What follows belongs to an exercise in optimizing a design on an open flow for small area; a production flow would make more cautious choices. Function was checked by simulation only, so behaviour that the tests miss may differ from the original. Power is estimated from default activity; no workload was simulated.

==> design/flow/design.v <==
module settings #(
  parameter int unsigned MEMORY_WIDTH      = 32,
  parameter int unsigned ROM_MEMORY_LENGTH = 16,
  parameter int unsigned RAM_MEMORY_LENGTH = 16,
  localparam int unsigned ADDR_WIDTH       = $clog2(ROM_MEMORY_LENGTH + RAM_MEMORY_LENGTH)
) (
  input  logic                    clk,
  input  logic                    rstb,
  input  logic                    wen,
  input  logic [ADDR_WIDTH-1:0]   addr,
  input  logic [MEMORY_WIDTH-1:0] data_in,
  output logic [MEMORY_WIDTH-1:0] data_out,
  input  logic [MEMORY_WIDTH-1:0] rom_data_0,
  input  logic [MEMORY_WIDTH-1:0] rom_data_1,
  input  logic [MEMORY_WIDTH-1:0] rom_data_2,
  input  logic [MEMORY_WIDTH-1:0] rom_data_3,
  input  logic [MEMORY_WIDTH-1:0] rom_data_4,
  input  logic [MEMORY_WIDTH-1:0] rom_data_5,
  input  logic [MEMORY_WIDTH-1:0] rom_data_6,
  input  logic [MEMORY_WIDTH-1:0] rom_data_7,
  input  logic [MEMORY_WIDTH-1:0] rom_data_8,
  input  logic [MEMORY_WIDTH-1:0] rom_data_9,
  input  logic [MEMORY_WIDTH-1:0] rom_data_10,
  input  logic [MEMORY_WIDTH-1:0] rom_data_11,
  input  logic [MEMORY_WIDTH-1:0] rom_data_12,
  input  logic [MEMORY_WIDTH-1:0] rom_data_13,
  input  logic [MEMORY_WIDTH-1:0] rom_data_14,
  input  logic [MEMORY_WIDTH-1:0] rom_data_15,
  output logic [MEMORY_WIDTH-1:0] ram_data_out_0,
  output logic [MEMORY_WIDTH-1:0] ram_data_out_1,
  output logic [MEMORY_WIDTH-1:0] ram_data_out_2,
  output logic [MEMORY_WIDTH-1:0] ram_data_out_3,
  output logic [MEMORY_WIDTH-1:0] ram_data_out_4,
  output logic [MEMORY_WIDTH-1:0] ram_data_out_5,
  output logic [MEMORY_WIDTH-1:0] ram_data_out_6,
  output logic [MEMORY_WIDTH-1:0] ram_data_out_7,
  output logic [MEMORY_WIDTH-1:0] ram_data_out_8,
  output logic [MEMORY_WIDTH-1:0] ram_data_out_9,
  output logic [MEMORY_WIDTH-1:0] ram_data_out_10,
  output logic [MEMORY_WIDTH-1:0] ram_data_out_11,
  output logic [MEMORY_WIDTH-1:0] ram_data_out_12,
  output logic [MEMORY_WIDTH-1:0] ram_data_out_13,
  output logic [MEMORY_WIDTH-1:0] ram_data_out_14,
  output logic [MEMORY_WIDTH-1:0] ram_data_out_15
);
  localparam int unsigned EXPORT_PORTS = 16;
  logic [MEMORY_WIDTH-1:0] rom      [EXPORT_PORTS];
  logic [MEMORY_WIDTH-1:0] ram_q    [RAM_MEMORY_LENGTH];
  logic [MEMORY_WIDTH-1:0] ram_d    [RAM_MEMORY_LENGTH];
  logic [MEMORY_WIDTH-1:0] ram_exp  [EXPORT_PORTS];
  logic [MEMORY_WIDTH-1:0] rd_data;
  assign rom[0]  = rom_data_0;
  assign rom[1]  = rom_data_1;
  assign rom[2]  = rom_data_2;
  assign rom[3]  = rom_data_3;
  assign rom[4]  = rom_data_4;
  assign rom[5]  = rom_data_5;
  assign rom[6]  = rom_data_6;
  assign rom[7]  = rom_data_7;
  assign rom[8]  = rom_data_8;
  assign rom[9]  = rom_data_9;
  assign rom[10] = rom_data_10;
  assign rom[11] = rom_data_11;
  assign rom[12] = rom_data_12;
  assign rom[13] = rom_data_13;
  assign rom[14] = rom_data_14;
  assign rom[15] = rom_data_15;
  always_comb begin
    for (int i = 0; i < int'(RAM_MEMORY_LENGTH); i++) begin
      ram_d[i] = ram_q[i];
    end
    if (wen) begin
      for (int i = 0; i < int'(RAM_MEMORY_LENGTH); i++) begin
        if (addr == ADDR_WIDTH'(int'(ROM_MEMORY_LENGTH) + i)) begin
          ram_d[i] = data_in;
        end
      end
    end
  end
  always_ff @(posedge clk) begin
    if (rstb) begin
      for (int i = 0; i < int'(RAM_MEMORY_LENGTH); i++) begin
        ram_q[i] <= '0;
      end
    end else begin
      for (int i = 0; i < int'(RAM_MEMORY_LENGTH); i++) begin
        ram_q[i] <= ram_d[i];
      end
    end
  end
  always_comb begin
    rd_data = '0;
    for (int i = 0; i < int'(ROM_MEMORY_LENGTH); i++) begin
      if (addr == ADDR_WIDTH'(i)) begin
        rd_data = rom[i];
      end
    end
    for (int i = 0; i < int'(RAM_MEMORY_LENGTH); i++) begin
      if (addr == ADDR_WIDTH'(int'(ROM_MEMORY_LENGTH) + i)) begin
        rd_data = ram_q[i];
      end
    end
  end
  assign data_out = rd_data;
  for (genvar n = 0; n < int'(EXPORT_PORTS); n++) begin : g_export
    if (n < int'(RAM_MEMORY_LENGTH)) begin : g_live
      assign ram_exp[n] = ram_q[n];
    end else begin : g_tie
      assign ram_exp[n] = '0;
    end
  end
  assign ram_data_out_0  = ram_exp[0];
  assign ram_data_out_1  = ram_exp[1];
  assign ram_data_out_2  = ram_exp[2];
  assign ram_data_out_3  = ram_exp[3];
  assign ram_data_out_4  = ram_exp[4];
  assign ram_data_out_5  = ram_exp[5];
  assign ram_data_out_6  = ram_exp[6];
  assign ram_data_out_7  = ram_exp[7];
  assign ram_data_out_8  = ram_exp[8];
  assign ram_data_out_9  = ram_exp[9];
  assign ram_data_out_10 = ram_exp[10];
  assign ram_data_out_11 = ram_exp[11];
  assign ram_data_out_12 = ram_exp[12];
  assign ram_data_out_13 = ram_exp[13];
  assign ram_data_out_14 = ram_exp[14];
  assign ram_data_out_15 = ram_exp[15];
endmodule
==> design/flow/run.sh <==
#!/bin/bash
# synth_recipe.tcl (not shown) runs the flow's synth.tcl, then flattens the netlist and writes it again
# the make line also repeats each setting of config.mk as NAME=value (left out here)
make -C /OpenROAD-flow-scripts/flow DESIGN_CONFIG=/design/flow/config.mk WORK_HOME=/design/flow/orfs CLKGATE_MAP_FILE= SYNTH_SCRIPT=/design/flow/synth_recipe.tcl finish
==> design/flow/config.mk <==
export PLATFORM = sky130hd
export DESIGN_NAME = settings
export DESIGN_NICKNAME = settings
export VERILOG_FILES = /design/flow/design.v
export SDC_FILE = /design/flow/constraint.sdc
export NUM_CORES = 4
export LEC_CHECK = 0
export CAP_MARGIN = 20
export CORE_AREA = 10 10 390 390
export DIE_AREA = 0 0 400 400
export SLEW_MARGIN = 20
==> design/flow/constraint.sdc <==
create_clock -name core_clock -period 12.0 [get_ports {clk}]
set_input_delay 2.4000 -clock core_clock [delete_from_list [all_inputs] [get_ports {clk}]]
set_output_delay 2.4000 -clock core_clock [all_outputs]
set_load 0.01 [all_outputs]
==> qor.yml, run 1 <==
cts_buffers: 55
critical-path-max-stage-delay_ps: 1050
row_count: 139
power_per_cell_area_nw_per_um2: 108
placed_area_um2: 40100
ys_ff_latch: 512
status: "complete, no violations"
synth_nets: 4457
cts-root-buf: "clkbuf_16"
wl_um: 303000
track_usage: 0.356
clock-sinks: 512
ant_nets: 0
clock_skew_ps: 0
yosysTopAreaCell: "dfxtp_1"
period_share: 0.824
postCtsSetupBuffers: 0
largest_register_ffs: 512
grt_setup_unrepaired: "no"
reg.largest.list: "ram_q: 512 flops"
via_per_inst: 5.69
tritoncts: "yes"
setup_violations: 0
pin_count: 1096
synth_edf_count: 0
wire_per_inst_um: 44.9
ctsHoldBuffers: 0
synthArstFlopShare: 0
end_kind: "primary output"
drtIter0Drc: 5473
fin_nets: 5300
hpwl_um: 243000
synthTopCellsByArea: "dfxtp_1 (37%), nand2_1 (15%), a21oi_1 (13%)"
regToRegSetupSlack_ps: 10870
hold_viol_final: 0
grt_max_degree: 209
timing_worst_slew_pin_value_ps: 1240
cts_resized: 0
chipWidth_um: 400
cts.clk_slew.worst_paths_ps: 60
reg2reg_to: "ram_q[11][18]"
critical_path_arrival_ps: 7490
synth_flop_cell: "dfxtp_1"
syn_avg_cell_area_um2: 7.09
top_register: "ram_q"
vias: 38423
fin_crit_ps: 9890
timing.setup.tns_ps: 0
grt_pass1_vias: 35388
drc: 0
core_um2: 143000
crit_start: "addr[2]"
syn_inst: 3905
yosysUniqueCellTypes: 75
grt_pass1_wl_um: 378000
reg2reg_depth: 2
cp-endpoint: "data_out[20]"
min_path_type: "register to register"
ir_drop_uv: 105
htreeDepth: 2
initial_core_util: 0.193
ys_seq_area_frac: 0.370
grt.overflow.total: 0
r2r-start: "ram_q[11][18]"
design_area_um2: 42200
critPathMaxFanout: 38
drv_slew: 0
max_freq_mhz: 101
synth_area_um2: 27700
required_ps: 9600
maxCapViolCount: 0
routabilityCongestion: 1.02
worst-setup-path-type: "input pin to primary output"
insertion_delay_ps: 660
antenna_found_initial: 130
path_cells: "buf_4, nand3b_1, nor2_1, a221oi_1, o21ai_0, o22ai_1, nor2_1, clkdlybuf4s50_1"
slew_headroom: 0.173
dr.pass1.iters: 7
yosys_warnings: 5
clock_path_buffers: 3
port-buffer-count: 1095
drive_gt1_frac: 0.0649
start_kind: "input pin"
yosysTopAreaCellShare: 0.370
die_area_um2: 160000
power_leakage_nw: 13.7
die_y_um: 400
syn_to_final_growth_pct: 52.4
crit_slowest_cell: "nor2_1"
crit_top_cell: "nor2_1"
cell usage after synthesis (all sizes together), types with 16 or more instances:
master / n
o21ai: 189
nor2: 172
buf: 151
nor2b: 29
nand3: 45
dfxtp: 512
nand2: 1144
mux2: 48
o31ai: 16
clkbuf: 256
o221ai: 47
o21a: 19
a21oi: 708
o211ai: 16
a211oi: 43
mux2i: 84
and3: 17
o22ai: 94
a211o: 17
a22oi: 26
a31oi: 20
a221oi: 59
routing by layer:
metal | track usage | part of all wire | vias to the layer above
li1 | - | - | 15461
met2 | 0.576 | 0.45 | 3238
met4 | 0.254 | 0.088 | 42
met1 | 0.360 | 0.32 | 18768
met5 | 0.000908 | 0.00090 | -
met3 | 0.166 | 0.14 | 914
worst min-delay path by stage:
stage / cells past startpoint / endpoint / from
floorplan: 2 / ram_q[1][22] / ram_q[1][22]
global placement: 2 / ram_q[0][21] / ram_q[0][21]
detailed placement: 2 / ram_q[11][29] / ram_q[11][29]
CTS: 2 / ram_q[11][29] / ram_q[11][29]
global route: 2 / ram_q[11][22] / ram_q[11][22]
finish: 2 / ram_q[9][15] / ram_q[9][15]
cell usage in the layout, fill, tap and decap left out, types with 58 or more instances in the layout:
| master | instances |
|---|---|
| nor2_1 | 158 |
| a21oi_1 | 706 |
| buf_4 | 94 |
| a221oi_1 | 58 |
| o22ai_1 | 94 |
| mux2i_1 | 84 |
| dfxtp_1 | 512 |
| clkdlybuf4s50_1 | 1086 |
| nand2_1 | 1136 |
| o21ai_0 | 179 |
critical path, delay by kind of cell:
kind | cells | cell delay [ps]
buffers and inverters | 2 | 1260
AND/OR/NAND/NOR | 3 | 2470
AO/OA/AOI/OAI | 3 | 1330
cell families after synthesis:
| group | after synthesis | synth area share |
|---|---|---|
| compound gates | 1355 | 0.292 |
| buf+inv | 414 | 0.0650 |
| flops | 512 | 0.370 |
| mux | 138 | 0.0548 |
| simple gates | 1486 | 0.218 |
metrics by stage:
stage,cells,worst slack [ps],hold slack [ps],total power [W],util
floorplan,3905,5500,485,0.00207,-
global placement,6589,1920,453,0.00265,0.279
detailed placement,6592,2520,458,0.00265,0.279
CTS,6691,2510,467,0.00451,0.293
global route,6730,2200,487,0.00461,0.294
finish,6748,2110,470,0.00454,0.294
where the power goes:
group	total (W)	internal [W]	switching [W]
Clock	0.00189	0.00108	0.000804
Combinational	0.000926	0.000334	0.000592
Sequential	0.00173	0.00171	0.0000153
final cells by class:
type / count / area, um^2
antenna: 55 / 138
sequential: 512 / 10200
clock buffer: 74 / 1570
clock inverter: 25 / 343
tap: 1903 / 2380
fill: 15503 / 101000
multi-input combinational: 2979 / 15700
timing repair buffer: 1193 / 11700
inverter: 7 / 27.5
==> run 2: changes to the inputs <==
==> design/flow/flow/run.sh (new file) <==
#!/bin/bash
# Own layout flow: the standard synthesis, then its combinational logic re-mapped by
# flow/gennet.py (registers kept as synthesised), then the standard layout steps with
# minimum-size port buffers and a leaner clock tree. Each tool's output goes to its own log.
set -euo pipefail
R=orfs/results/$FLOW_PLATFORM/settings/base
bash standard.sh synth > log_synth.txt 2>&1
cp $R/1_2_yosys.v $R/1_2_yosys_standard.v
python3 flow/gennet.py $R/1_2_yosys_standard.v $R/1_2_yosys_mapped.v > log_gennet.txt 2>&1
cp $R/1_2_yosys_mapped.v $R/1_2_yosys.v
touch $R/1_2_yosys.v
export BUFFER_PORTS_ARGS="-buffer_cell sky130_fd_sc_hd__buf_1"
export CTS_ARGS="-sink_clustering_enable -repair_clock_nets -dont_use_dummy_load -buf_list sky130_fd_sc_hd__clkbuf_8"
bash standard.sh finish > log_layout.txt 2>&1
==> design/flow/flow/gennet.py (new file) <==
#!/usr/bin/env python3
"""Rewrite the standard synthesis netlist of `settings` with hand-mapped logic.

Keeps every register of the standard synthesis (same instance name, same cell type) and
replaces all combinational logic with a fixed, area-lean structure:
  write:  D = (en_w & data_in) | (hold_w & q)          one a22o per bit
          en_w = wen & !rstb & (addr == 16 + w),  hold_w = !(en_w | rstb)
  read:   one-hot select, a222oi AND-OR terms combined by nand4/nand3 and or3.
usage: gennet.py SYNTH_NETLIST OUT_NETLIST
"""
import re
import sys

src, dst = sys.argv[1], sys.argv[2]
text = open(src).read()
P = "sky130_fd_sc_hd__"

# Registers of the standard synthesis: \ram_q[w][b]<suffix>
flops = {}
for m in re.finditer(r"\b" + P + r"(\w+)\s+(\\ram_q\[(\d+)\]\[(\d+)\]\S*)\s*\((.*?)\);", text, re.S):
    cell, name, w, b, body = m.group(1), m.group(2), int(m.group(3)), int(m.group(4)), m.group(5)
    pins = dict(re.findall(r"\.(\w+)\(([^()]*)\)", body))
    flops[(w, b)] = (cell, name, pins)
assert len(flops) == 512, len(flops)
for (w, b), (cell, name, pins) in flops.items():
    assert cell.startswith("dfxtp_"), cell
    assert pins["Q"].strip() == f"ram_data_out_{w}[{b}]", (name, pins)
    assert pins["CLK"].strip() == "clk", (name, pins)

# Header: everything up to the first internal net or cell is the port list.
lines = text.split("\n")
hdr = []
for ln in lines:
    if re.match(r"\s*wire\s+(\[[^]]*\]\s*)?(_|\\)", ln) or re.match(r"\s*" + P, ln) or ln.strip() == "endmodule":
        break
    if re.match(r"\s*(wire|reg)\s", ln) and not re.search(r"\b(clk|rstb|wen|addr|data_in|data_out|rom_data_\d+|ram_data_out_\d+);", ln):
        break
    hdr.append(ln)

out = list(hdr)
wires = []
cells = []
uid = [0]


def w(name):
    wires.append(name)
    return name


def cell(typ, **pins):
    uid[0] += 1
    conns = ", ".join(f".{k}({v})" for k, v in pins.items())
    cells.append(f"  {P}{typ} u{uid[0]} ({conns});")


A = [f"addr[{i}]" for i in range(5)]
NA = [w(f"na{i}") for i in range(5)]
for i in range(5):
    cell("inv_1", A=A[i], Y=NA[i])
lit = lambda bit, v: A[bit] if v else NA[bit]

# active-low predecodes
npl = []
for k in range(4):
    n = w(f"npl{k}")
    cell("nand2_1", A=lit(0, k & 1), B=lit(1, (k >> 1) & 1), Y=n)
    npl.append(n)
nph = []
for m in range(8):
    n = w(f"nph{m}")
    cell("nand3_1", A=lit(2, m & 1), B=lit(3, (m >> 1) & 1), C=lit(4, (m >> 2) & 1), Y=n)
    nph.append(n)
sel = []
for j in range(32):
    n = w(f"sel{j}")
    cell("nor2_1", A=npl[j & 3], B=nph[j >> 2], Y=n)
    sel.append(n)

# write enables
g = w("wg")
cell("nor2b_1", A="rstb", B_N="wen", Y=g)
en, hold = [], []
for i in range(16):
    e = w(f"en{i}")
    cell("and2_1", A=g, B=sel[16 + i], X=e)
    h = w(f"hold{i}")
    cell("nor2_1", A=e, B="rstb", Y=h)
    en.append(e)
    hold.append(h)

flop_lines = []
for (i, b), (ctype, name, pins) in sorted(flops.items()):
    d = w(f"d{i}_{b}")
    cell("a22o_1", A1=en[i], A2=f"data_in[{b}]", B1=hold[i], B2=f"ram_data_out_{i}[{b}]", X=d)
    flop_lines.append(f"  {P}{ctype} {name} (.CLK(clk), .D({d}), .Q(ram_data_out_{i}[{b}]));")

# read mux
for b in range(32):
    srcs = [f"rom_data_{j}[{b}]" for j in range(16)] + [f"ram_data_out_{j}[{b}]" for j in range(16)]
    terms = []
    for g3 in range(10):
        t = w(f"t{b}_{g3}")
        j = 3 * g3
        cell("a222oi_1", A1=srcs[j], A2=sel[j], B1=srcs[j + 1], B2=sel[j + 1], C1=srcs[j + 2], C2=sel[j + 2], Y=t)
        terms.append(t)
    t = w(f"t{b}_10")
    cell("a22oi_1", A1=srcs[30], A2=sel[30], B1=srcs[31], B2=sel[31], Y=t)
    terms.append(t)
    n0, n1, n2 = w(f"r{b}_0"), w(f"r{b}_1"), w(f"r{b}_2")
    cell("nand4_1", A=terms[0], B=terms[1], C=terms[2], D=terms[3], Y=n0)
    cell("nand4_1", A=terms[4], B=terms[5], C=terms[6], D=terms[7], Y=n1)
    cell("nand3_1", A=terms[8], B=terms[9], C=terms[10], Y=n2)
    cell("or3_1", A=n0, B=n1, C=n2, X=f"data_out[{b}]")

out += [f"  wire {x};" for x in wires]
out += cells
out += flop_lines
out.append("endmodule")
open(dst, "w").write("\n".join(out) + "\n")
==> design/flow/standard.sh (new file) <==
#!/bin/bash
# synth_recipe.tcl (not shown) runs the flow's synth.tcl, then flattens the netlist and writes it again
# the make line also repeats each setting of config.mk as NAME=value (left out here)
make -C /OpenROAD-flow-scripts/flow DESIGN_CONFIG=/design/flow/config.mk WORK_HOME=/design/flow/orfs CLKGATE_MAP_FILE= SYNTH_SCRIPT=/design/flow/synth_recipe.tcl "${@:-finish}"
--- a/design/flow/config.mk
+++ b/design/flow/config.mk
@@ -8,4 +8,4 @@
 export CAP_MARGIN = 20
-export CORE_AREA = 10 10 390 390
-export DIE_AREA = 0 0 400 400
+export CORE_AREA = 5 5 235 235
+export DIE_AREA = 0 0 240 240
 export SLEW_MARGIN = 20
removed: design/flow/run.sh
==> qor.yml, run 2 <==
die_y_um: 240  # -40%
synth_area_um2: 19300  # -30%
yosys_warnings: 5  # unchanged
initial_core_util: 0.368  # +0.175
row_count: 84  # -40%
synth_nets: 2138  # -52%
status: "aborted with a tool error"
syn_avg_cell_area_um2: 12.2  # +72%
chipWidth_um: 240  # -40%
lastStage: "I/O pin placement"
syn_inst: 1586  # -59%
firstError: "[ERROR PPL-0024] Number of IO pins (1096) exceeds maximum number of available positions (864). Increase the die perimeter from 960.00um to 1490.56um."
==> run 3: changes to the inputs <==
--- a/design/flow/flow/run.sh
+++ b/design/flow/flow/run.sh
@@ -12,3 +12,3 @@
 export BUFFER_PORTS_ARGS="-buffer_cell sky130_fd_sc_hd__buf_1"
-export CTS_ARGS="-sink_clustering_enable -repair_clock_nets -dont_use_dummy_load -buf_list sky130_fd_sc_hd__clkbuf_8"
+export CTS_ARGS="-sink_clustering_enable -repair_clock_nets -dont_use_dummy_load"
 bash standard.sh finish > log_layout.txt 2>&1
--- a/design/flow/config.mk
+++ b/design/flow/config.mk
@@ -8,4 +8,4 @@
 export CAP_MARGIN = 20
-export CORE_AREA = 5 5 235 235
-export DIE_AREA = 0 0 240 240
+export CORE_AREA = 10 10 390 390
+export DIE_AREA = 0 0 400 400
 export SLEW_MARGIN = 20
==> qor.yml, run 3 <==
final-seq-area_um2: 10200
core_um2: 143000
cts-root-buf: "clkbuf_16"
grt_pass1_wl_um: 263000
drc: 0
syn_avg_cell_area_um2: 12.2  # unchanged
via_per_inst: 5.48
maxCapViolCount: 0
ctsHoldBuffers: 0
ant_nets: 0
grt_pass1_vias: 24376
max_freq_mhz: 115
postCtsSetupBuffers: 0
design_area_um2: 28600
final_cell_mix: "buf_1 (1092), dfxtp_1 (512), a22o_1 (512), a222oi_1 (320), buf_4 (105)"
row_count: 139  # +65%
syn_inst: 1586  # unchanged
insertion_delay_ps: 670
grt_max_degree: 34
clock-sinks: 512
hpwl_um: 171000
total_power_w: 0.00372
chipWidth_um: 400  # +67%
fin_crit_ps: 8690
initial_core_util: 0.135  # -0.233
clock_skew_ps: 0
tritoncts: "yes"
required_ps: 9600
htreeDepth: 2
drv_slew: 0
routabilityCongestion: 0.992
setup_violations: 0
regToRegSetupSlack_ps: 11270
port-buffer-count: 1095
grt_setup_unrepaired: "no"
placed_area_um2: 27000
die_area_um2: 160000
ir_drop_uv: 92.1
cts.clk_slew.worst_paths_ps: 50
slew_headroom: 0.271
fin_nets: 3403
track_usage: 0.245
vias: 26241
wl_um: 211000
status: "complete, no violations"
worst-setup-path-type: "input pin to primary output"
critPathMaxFanout: 32
grt.overflow.total: 0
start_kind: "input pin"
largest_register_ffs: 512
cts_resized: 0
period_share: 0.724
yosys_warnings: 5  # unchanged
power_per_cell_area_nw_per_um2: 130
mostFrequentLayoutCell: "buf_1"
die_y_um: 400  # +67%
drtIter0Drc: 5776
fill_cells: 16045
wire_per_inst_um: 44.1
timing.setup.tns_ps: 0
reg.largest.list: "ram_q: 512 flops"
critical_path_arrival_ps: 6290
timing_worst_slew_pin_value_ps: 1090
antenna_found_initial: 66
clock_path_buffers: 3
dr.pass1.iters: 10
top_register: "ram_q"
drive_gt1_frac: 0.0825
multiInputGateArea_um2: 9410
cts_buffers: 59
min_path_type: "register to register"
synth_nets: 2138  # unchanged
pin_count: 1096
final_util: 0.199
synth_area_um2: 19300  # unchanged
end_kind: "primary output"
syn_to_final_growth_pct: 48.1
hold_viol_final: 0
power_leakage_nw: 9.60
==> run 3: final cells by class <==
class | instances | share of cell area
Timing Repair Buffer | 1204 | 0.173
Antenna cell | 34 | 0.00298
Tap cell | 1903 | 0.0833
Inverter | 5 | 0.000657
Clock buffer | 59 | 0.0517
Multi-Input combinational cell | 1069 | 0.329
Sequential cell | 512 | 0.359
==> run 3: final timing paths <==
check	end	cells past startpoint	startpoint
worst max register to register	ram_q[8][7]	1	ram_q[8][7]
worst min register to register	ram_q[9][21]	1	ram_q[9][21]
worst max-delay path	data_out[31]	9	addr[1]
worst min-delay path	ram_q[9][21]	1	ram_q[9][21]
==> run 3: critical path, stage by stage <==
cell,delay (ps)
buf_1,260
inv_1,140
nand2_1,720
nor2_4,50
buf_4,310
a222oi_1,750
nand4_1,790
or3_1,610
buf_1,160
==> run 3: routing by layer <==
metal,routed length [um],share of wire,global-route usage,up-vias
met5,249,0.0012,0,-
met4,9090,0.043,0.0981,34
met3,24600,0.12,0.0775,412
met2,100000,0.48,0.407,2470
met1,76600,0.36,0.291,13348
li1,-,-,-,9977
==> run 3: per-stage QoR <==
stage | std cells | hold WS [ps] | setup slack, ps
floorplan | 1586 | 530 | 5410
global placement | 4688 | 478 | 2300
detailed placement | 4693 | 480 | 3070
CTS | 4752 | 497 | 3060
global route | 4777 | 509 | 3140
finish | 4786 | 498 | 3310
==> run 3: power breakdown <==
group	total, W	internal [W]	switching (W)
Clock	0.00156	0.000851	0.000709
Sequential	0.00173	0.00171	0.0000133
Combinational	0.000429	0.000103	0.000326
Total	0.00372	0.00267	0.00105
==> run 4: changes to the inputs <==
--- a/design/flow/flow/run.sh
+++ b/design/flow/flow/run.sh
@@ -12,3 +12,4 @@
 export BUFFER_PORTS_ARGS="-buffer_cell sky130_fd_sc_hd__buf_1"
-export CTS_ARGS="-sink_clustering_enable -repair_clock_nets -dont_use_dummy_load"
+export IO_PLACER_V="met2 met4"
+export CTS_ARGS="-sink_clustering_enable -sink_clustering_size 16 -sink_clustering_max_diameter 60 -repair_clock_nets -dont_use_dummy_load -buf_list \"sky130_fd_sc_hd__clkbuf_4 sky130_fd_sc_hd__clkbuf_8\""
 bash standard.sh finish > log_layout.txt 2>&1
--- a/design/flow/config.mk
+++ b/design/flow/config.mk
@@ -8,4 +8,4 @@
 export CAP_MARGIN = 20
-export CORE_AREA = 10 10 390 390
-export DIE_AREA = 0 0 400 400
+export CORE_AREA = 5 5 245 245
+export DIE_AREA = 0 0 250 250
 export SLEW_MARGIN = 20
==> qor.yml, run 4 <==
power_leakage_nw: 8.92  # -7.1%
final_cell_mix: "buf_1 (1091), dfxtp_1 (512), a22o_1 (512), a222oi_1 (320), nand4_1 (64)"
yosys_warnings: 5  # unchanged
drive_gt1_frac: 0.0563  # -0.0261
sw_frac_of_total: 0.296  # +0.0135
pin_count: 1096  # unchanged
ant_nets: 0  # unchanged
total_power_w: 0.00305  # -18%
postCtsSetupBuffers: 0  # unchanged
final_util: 0.454  # +0.254
vias: 26893  # +2.5%
syn_avg_cell_area_um2: 12.2  # unchanged
syn_inst: 1586  # unchanged
critPathMaxFanout: 32  # unchanged
die_y_um: 250  # -38%
status: "complete, no violations"
cts_buffers: 46  # -22%
track_usage: 0.499  # +0.254
stdcell_count: 3612  # -25%
timing_worst_slew_pin_value_ps: 1280  # +186 ps
top_register: "ram_q"
worst-setup-path-type: "input pin to primary output"
p_int_w: 0.00215  # -19%
fin_nets: 3323  # -2.4%
fin_crit_ps: 8190  # -491 ps
mostFrequentLayoutCell: "buf_1"
drtIter0Drc: 5906  # +2.3%
grt_pass1_vias: 24699  # +1.3%
hold_depth: 1  # unchanged
switching_power_w: 0.000904  # -14%
clock_path_buffers: 3  # unchanged
clock-sinks: 512  # unchanged
syn_to_final_growth_pct: 34.8
max_freq_mhz: 122  # +6.0%
drc: 0  # unchanged
routabilityCongestion: 1.09  # +9.6%
grt.overflow.total: 0  # unchanged
synth_area_um2: 19300  # unchanged
hpwl_um: 126000  # -26%
die_area_um2: 62500  # -61%
initial_core_util: 0.336  # +0.202
tritoncts: "yes"
comb_power_share: 0.122  # +0.007
cts-root-buf: "clkbuf_8"
dr.pass1.iters: 14  # +4
ctsHoldBuffers: 0  # unchanged
end_kind: "primary output"
antenna_found_initial: 85  # +29%
slew_headroom: 0.145  # -0.126
wl_um: 169000  # -20%
cts_resized: 0  # unchanged
insertion_delay_ps: 670  # about the same
fill_cells: 5817  # -64%
core_um2: 57400  # -60%
power_frac_seq: 0.564  # +0.099
largest_register_ffs: 512  # unchanged
place_inst: 3484  # -26%
reg2reg_depth: 1  # unchanged
holdWs_ps: 504  # +5.55 ps
maxCapViolCount: 0  # unchanged
power_per_cell_area_nw_per_um2: 117  # -9.7%
critical_path_arrival_ps: 5790  # -500 ps
p_clk_frac: 0.313  # -0.107
reg.largest.list: "ram_q: 512 flops"
cts.clk_slew.worst_paths_ps: 50  # about the same
htreeDepth: 2  # unchanged
via_per_inst: 7.45  # +36%
wire_per_inst_um: 46.9  # +6.5%
required_ps: 9600  # about the same
clock_skew_ps: 0  # unchanged
setup_violations: 0  # unchanged
hold_viol_final: 0  # unchanged
grt_pass1_wl_um: 222000  # -16%
timing.setup.tns_ps: 0  # unchanged
ir_drop_uv: 80.8  # -12%
final-seq-area_um2: 10200  # unchanged
synth_nets: 2138  # unchanged
row_count: 88  # -37%
drv_slew: 0  # unchanged
multiInputGateArea_um2: 9400  # -0.13%
min_path_type: "register to register"
chipWidth_um: 250  # -38%
port-buffer-count: 1095  # unchanged
grt_max_degree: 34  # unchanged
period_share: 0.683  # -0.0409
grt_setup_unrepaired: "no"
start_kind: "input pin"
[run 4: cell types whose count changed in the layout (fill, tap and decap cells not counted), moves of 4 or more]
cell / change
clkbuf_8: +46
clkbuf_16: -59
buf_16: +4
buf_4: -72
diode_2: +44
[run 4: final timing paths]
check / to / startpoint / slack, ps
setup / recovery: data_out[28] / addr[0] / 3810
hold / removal: ram_q[2][2] / ram_q[2][2] / 500
setup reg to reg: ram_q[1][19] / ram_q[1][19] / 11250
hold reg to reg: ram_q[2][2] / ram_q[2][2] / 500
[run 4: routing by layer]
layer | vias up | global-route usage | share of wire | routed length [um]
met2 | 2978 | 0.741 | 0.42 | 70600
met3 | 949 | 0.169 | 0.13 | 22300
li1 | 9841 | - | - | -
met5 | - | 0.00232 | 0.00087 | 148
met4 | 16 | 0.478 | 0.13 | 22300
met1 | 13109 | 0.554 | 0.32 | 54000
[run 4: power by group through the flow]
stage | clock, W | combinational [W] | sequential, W
4_1_cts | 0.000940 | 0.000350 | 0.00172
2_1_floorplan | 0 | 0.0000873 | 0.00176
3_3_place_gp | 0 | 0.000347 | 0.00176
5_1_grt | 0.00100 | 0.000371 | 0.00172
6_report | 0.000957 | 0.000374 | 0.00172
3_5_place_dp | 0 | 0.000349 | 0.00176
[run 4: final cells by class]
| cell class | instances | share of cell area |
|---|---|---|
| Inverter | 5 | 0.000721 |
| Tap cell | 765 | 0.0368 |
| Multi-Input combinational cell | 1069 | 0.361 |
| Antenna cell | 78 | 0.00750 |
| Sequential cell | 512 | 0.394 |
| Clock buffer | 46 | 0.0243 |
| Timing Repair Buffer | 1137 | 0.175 |
[run 4: per-stage QoR]
stage	setup WS, ps	cell area, um^2
floorplan	5410	19300
global placement	4000	25000
detailed placement	3990	25100
CTS	3980	25700
global route	4010	26000
finish	3810	26000
[run 4: critical path, stage by stage]
cell and delay [ps]:
buf_1 200, inv_1 90, nand2_1 540, nor2_2 70
buf_4 280, a222oi_1 970, nand4_1 500, or3_1 490
buf_1 190
==> run 5: changes to the inputs <==
--- a/design/flow/flow/run.sh
+++ b/design/flow/flow/run.sh
@@ -1,5 +1,9 @@
 #!/bin/bash
-# Own layout flow: the standard synthesis, then its combinational logic re-mapped by
-# flow/gennet.py (registers kept as synthesised), then the standard layout steps with
-# minimum-size port buffers and a leaner clock tree. Each tool's output goes to its own log.
+# Own layout flow:
+#  1. the standard synthesis (standard.sh synth), unchanged;
+#  2. flow/gennet.py re-maps its combinational logic by hand, keeping every register
+#     (same instance name and cell type) of the standard synthesis;
+#  3. the standard layout steps on that netlist, with minimum-size port buffers and a
+#     clock tree of smaller buffers without dummy loads.
+# Each tool's output goes to a log file of its own in this folder.
 set -euo pipefail
--- a/design/flow/flow/gennet.py
+++ b/design/flow/flow/gennet.py
@@ -5,5 +5,7 @@
 replaces all combinational logic with a fixed, area-lean structure:
+  decode: sel_j = (addr == j), from active-high 2-bit and 3-bit predecodes
   write:  D = (en_w & data_in) | (hold_w & q)          one a22o per bit
-          en_w = wen & !rstb & (addr == 16 + w),  hold_w = !(en_w | rstb)
-  read:   one-hot select, a222oi AND-OR terms combined by nand4/nand3 and or3.
+          en_w = wen & !rstb & sel_(16+w),  hold_w = !en_w & !rstb
+  read:   a222oi/a22oi AND-OR terms over (source & sel_j), combined by nand4/nand3 and or3.
+The decode cells drive all 32 bit slices, so they get strong output stages.
 usage: gennet.py SYNTH_NETLIST OUT_NETLIST
@@ -12,2 +14,6 @@
 import sys
+
+SEL_CELL = "and2_4"
+EN_CELL = "and2_2"
+HOLD_CELL = "and2b_4"
 
@@ -28,10 +34,12 @@
     assert pins["CLK"].strip() == "clk", (name, pins)
+assert len(re.findall(r"^\s*" + P + r"(?:df|edf|sdf|dl)\w*\s", text, re.M)) == 512, "unexpected registers"
 
-# Header: everything up to the first internal net or cell is the port list.
-lines = text.split("\n")
+# Header: the module line and the port declarations, up to the first internal net or cell.
 hdr = []
-for ln in lines:
-    if re.match(r"\s*wire\s+(\[[^]]*\]\s*)?(_|\\)", ln) or re.match(r"\s*" + P, ln) or ln.strip() == "endmodule":
+for ln in text.split("\n"):
+    if re.match(r"\s*" + P, ln) or ln.strip() == "endmodule":
         break
-    if re.match(r"\s*(wire|reg)\s", ln) and not re.search(r"\b(clk|rstb|wen|addr|data_in|data_out|rom_data_\d+|ram_data_out_\d+);", ln):
+    if re.match(r"\s*(wire|reg)\s", ln) and not re.search(
+        r"\b(clk|rstb|wen|addr|data_in|data_out|rom_data_\d+|ram_data_out_\d+);", ln
+    ):
         break
@@ -39,3 +47,2 @@
 
-out = list(hdr)
 wires = []
@@ -60,15 +67,19 @@
     cell("inv_1", A=A[i], Y=NA[i])
-lit = lambda bit, v: A[bit] if v else NA[bit]
 
-# active-low predecodes
-npl = []
+
+def nlit(bit, v):
+    """The complement of the literal addr[bit] == v."""
+    return NA[bit] if v else A[bit]
+
+
+pre_lo = []
 for k in range(4):
-    n = w(f"npl{k}")
-    cell("nand2_1", A=lit(0, k & 1), B=lit(1, (k >> 1) & 1), Y=n)
-    npl.append(n)
-nph = []
+    n = w(f"pl{k}")
+    cell("nor2_1", A=nlit(0, k & 1), B=nlit(1, (k >> 1) & 1), Y=n)
+    pre_lo.append(n)
+pre_hi = []
 for m in range(8):
-    n = w(f"nph{m}")
-    cell("nand3_1", A=lit(2, m & 1), B=lit(3, (m >> 1) & 1), C=lit(4, (m >> 2) & 1), Y=n)
-    nph.append(n)
+    n = w(f"ph{m}")
+    cell("nor3_1", A=nlit(2, m & 1), B=nlit(3, (m >> 1) & 1), C=nlit(4, (m >> 2) & 1), Y=n)
+    pre_hi.append(n)
 sel = []
@@ -76,8 +87,10 @@
     n = w(f"sel{j}")
-    cell("nor2_1", A=npl[j & 3], B=nph[j >> 2], Y=n)
+    cell(SEL_CELL, A=pre_lo[j & 3], B=pre_hi[j >> 2], X=n)
     sel.append(n)
 
-# write enables
+# write enables; reset clears every word (en low, hold low)
 g = w("wg")
 cell("nor2b_1", A="rstb", B_N="wen", Y=g)
+nrst = w("nrst")
+cell("inv_1", A="rstb", Y=nrst)
 en, hold = [], []
@@ -85,5 +98,5 @@
     e = w(f"en{i}")
-    cell("and2_1", A=g, B=sel[16 + i], X=e)
+    cell(EN_CELL, A=g, B=sel[16 + i], X=e)
     h = w(f"hold{i}")
-    cell("nor2_1", A=e, B="rstb", Y=h)
+    cell(HOLD_CELL, A_N=e, B=nrst, X=h)
     en.append(e)
@@ -97,3 +110,3 @@
 
-# read mux
+# read mux: data_out = OR_j (src_j & sel_j)
 for b in range(32):
@@ -115,2 +128,3 @@
 
+out = list(hdr)
 out += [f"  wire {x};" for x in wires]
@@ -120 +134,2 @@
 open(dst, "w").write("\n".join(out) + "\n")
+print(f"kept {len(flops)} registers, wrote {len(cells)} logic cells to {dst}")
--- a/design/flow/config.mk
+++ b/design/flow/config.mk
@@ -10,2 +10,2 @@
 export DIE_AREA = 0 0 250 250
-export SLEW_MARGIN = 20
+export SLEW_MARGIN = 40
==> qor.yml, run 5 <==
status: "complete, no violations"
stdcell_count: 3545  # -1.9%
r2r-start: "ram_q[12][30]"
hold_viol_final: 0  # unchanged
clock-sinks: 512  # unchanged
maxCapViolCount: 0  # unchanged
grt_max_degree: 34  # unchanged
core_um2: 57400  # unchanged
grt.overflow.total: 0  # unchanged
grt_setup_unrepaired: "no"
critical_path_arrival_ps: 5210  # -580 ps
grt_pass1_vias: 23946  # -3.0%
start_kind: "input pin"
cts_buffers: 42  # -8.7%
slew_headroom: 0.389  # +0.244
max_freq_mhz: 131  # +7.6%
place_inst: 3453  # -0.89%
synth_area_um2: 19600  # +1.5%
hpwl_um: 119000  # -6.1%
period_share: 0.634  # -0.0485
drv_slew: 0  # unchanged
syn_inst: 1587  # +0.063%
grt_pass1_wl_um: 212000  # -4.3%
largest_register_ffs: 512  # unchanged
yosys_warnings: 5  # unchanged
hold_depth: 1  # unchanged
vias: 25998  # -3.3%
power_per_cell_area_nw_per_um2: 117  # about the same
drc: 0  # unchanged
fin_crit_ps: 7610  # -582 ps
wl_um: 162000  # -4.5%
timing_worst_slew_pin_value_ps: 917  # -363 ps
tritoncts: "yes"
postCtsSetupBuffers: 0  # unchanged
pin_count: 1096  # unchanged
antenna_found_initial: 57  # -33%
synth_nets: 2139  # +0.047%
worst-setup-path-type: "input pin to primary output"
htreeDepth: 2  # unchanged
cts_resized: 0  # unchanged
syn_to_final_growth_pct: 29.9
drive_gt1_frac: 0.0524  # -0.00398
clock_skew_ps: 0  # unchanged
syn_avg_cell_area_um2: 12.3  # +1.4%
dr.pass1.iters: 10  # -4
chipWidth_um: 250  # unchanged
mostFrequentLayoutCell: "buf_1"
cts-root-buf: "clkbuf_8"
cts.clk_slew.worst_paths_ps: 70  # +20 ps
min_path_type: "register to register"
track_usage: 0.477  # -0.0227
row_count: 88  # unchanged
reg.largest.list: "ram_q: 512 flops"
drtIter0Drc: 5956  # +0.85%
die_area_um2: 62500  # unchanged
clock_path_buffers: 3  # unchanged
ctsHoldBuffers: 0  # unchanged
worstHoldStart: "ram_q[5][3]"
power_leakage_nw: 8.83  # -1.0%
reg2reg_depth: 1  # unchanged
wire_per_inst_um: 45.6  # -2.7%
ir_drop_uv: 89.4  # +11%
routabilityCongestion: 1.11  # +2.3%
initial_core_util: 0.341  # +0.00495
total_power_w: 0.00299  # -2.3%
top_register: "ram_q"
timing.setup.tns_ps: 0  # unchanged
via_per_inst: 7.33  # -1.5%
required_ps: 9600  # about the same
hold_end: "ram_q[5][3]"
end_kind: "primary output"
setup_violations: 0  # unchanged
reg2reg_to: "ram_q[12][30]"
insertion_delay_ps: 620  # -50 ps
fin_nets: 3285  # -1.1%
die_y_um: 250  # unchanged
port-buffer-count: 1095  # unchanged
regToRegSetupSlack_ps: 11250  # about the same
critPathMaxFanout: 32  # unchanged
final_cell_mix: "buf_1 (1066), dfxtp_1 (512), a22o_1 (512), a222oi_1 (320), nand4_1 (64)"
ant_nets: 0  # unchanged
==> run 5: worst max-delay path: stages <==
cell	delay, ps
buf_1	170
inv_1	150
nor3_1	100
and2_4	310
a222oi_1	830
nand4_1	520
or3_1	500
buf_1	160
==> run 5: worst max path at each step <==
stage | cells after the start | slack, ps | to | start
global placement | 7 | 4160 | data_out[5] | addr[1]
global route | 8 | 4430 | data_out[17] | addr[2]
floorplan | 6 | 5930 | data_out[0] | addr[2]
detailed placement | 7 | 4550 | data_out[17] | addr[0]
finish | 8 | 4390 | data_out[17] | addr[3]
CTS | 7 | 4520 | data_out[17] | addr[0]
==> run 5: layer usage <==
layer	global-route usage	wire length [um]	vias up
met1	0.550	52600	12653
met5	0.0124	91	-
met3	0.154	21900	796
met4	0.419	18700	14
li1	-	-	9718
met2	0.706	68400	2817
==> run 5: power by group <==
| part | leakage, nW | total [W] | internal, W | switching (W) |
|---|---|---|---|---|
| registers | 4.13 | 0.00172 | 0.00171 | 0.0000129 |
| logic | 4.40 | 0.000351 | 0.0000933 | 0.000257 |
| clock network | 0.302 | 0.000911 | 0.000314 | 0.000596 |
| total | 8.83 | 0.00299 | 0.00212 | 0.000867 |
==> run 5: stage by stage <==
step                      hold WS (ps)  area [um^2]  worst slack [ps]   util
final                              506        25400              4390  0.444
after global routing               520        25400              4430  0.443
after CTS                          503        25300              4520  0.441
after detailed placement           475        24700              4550  0.431
after global placement             481        24700              4160  0.430
after floorplan                    530        19600              5930      -
==> run 5: area by class of cell <==
cell class	count	area (um^2)
clock buffer	42	578
inverter	6	22.5
timing repair buffer	1102	4190
multi-input combinational	1069	9330
fill	5813	31900
sequential	512	10200
tap	765	957
antenna	49	123

[afterwards: timing with drivers on the ports]
The flow's constraints put no driver on any port. The routed layouts listed below were extracted and timed again, unchanged, in two steps.
Step 1 assumes that a clkbuf_16 drives the clock port and a buf_2 every other input.
Step 2 also shifts input and output timing later by t, the mid clock arrival at the registers, as if the neighbouring blocks saw the same clock.
Three values: no drivers, after step 1, after step 2; two values: the first two.
run | shift t [ns] | setup slack, ns | hold WS [ns] | worst setup path at the end | worst data-port slew with drivers (ns)
run 1 | 0.714 | 2.107 / 2.075 / 2.075 | 0.470 / 0.470 / 0.470 | input to output | 0.39
run 3 | 0.709 | 3.315 / 3.276 / 3.276 | 0.498 / 0.498 / 0.498 | input to output | 0.51
run 4 | 0.710 | 3.805 / 3.763 / 3.763 | 0.504 / 0.504 / 0.504 | input to output | 0.25
run 5 | 0.708 | 4.387 / 4.329 / 4.329 | 0.506 / 0.506 / 0.506 | input to output | 0.25
After both steps every run listed still meets setup and hold. The setup slack of run 5, which loses most, moves by -0.058 ns with the drivers and by -0.058 ns with both steps.
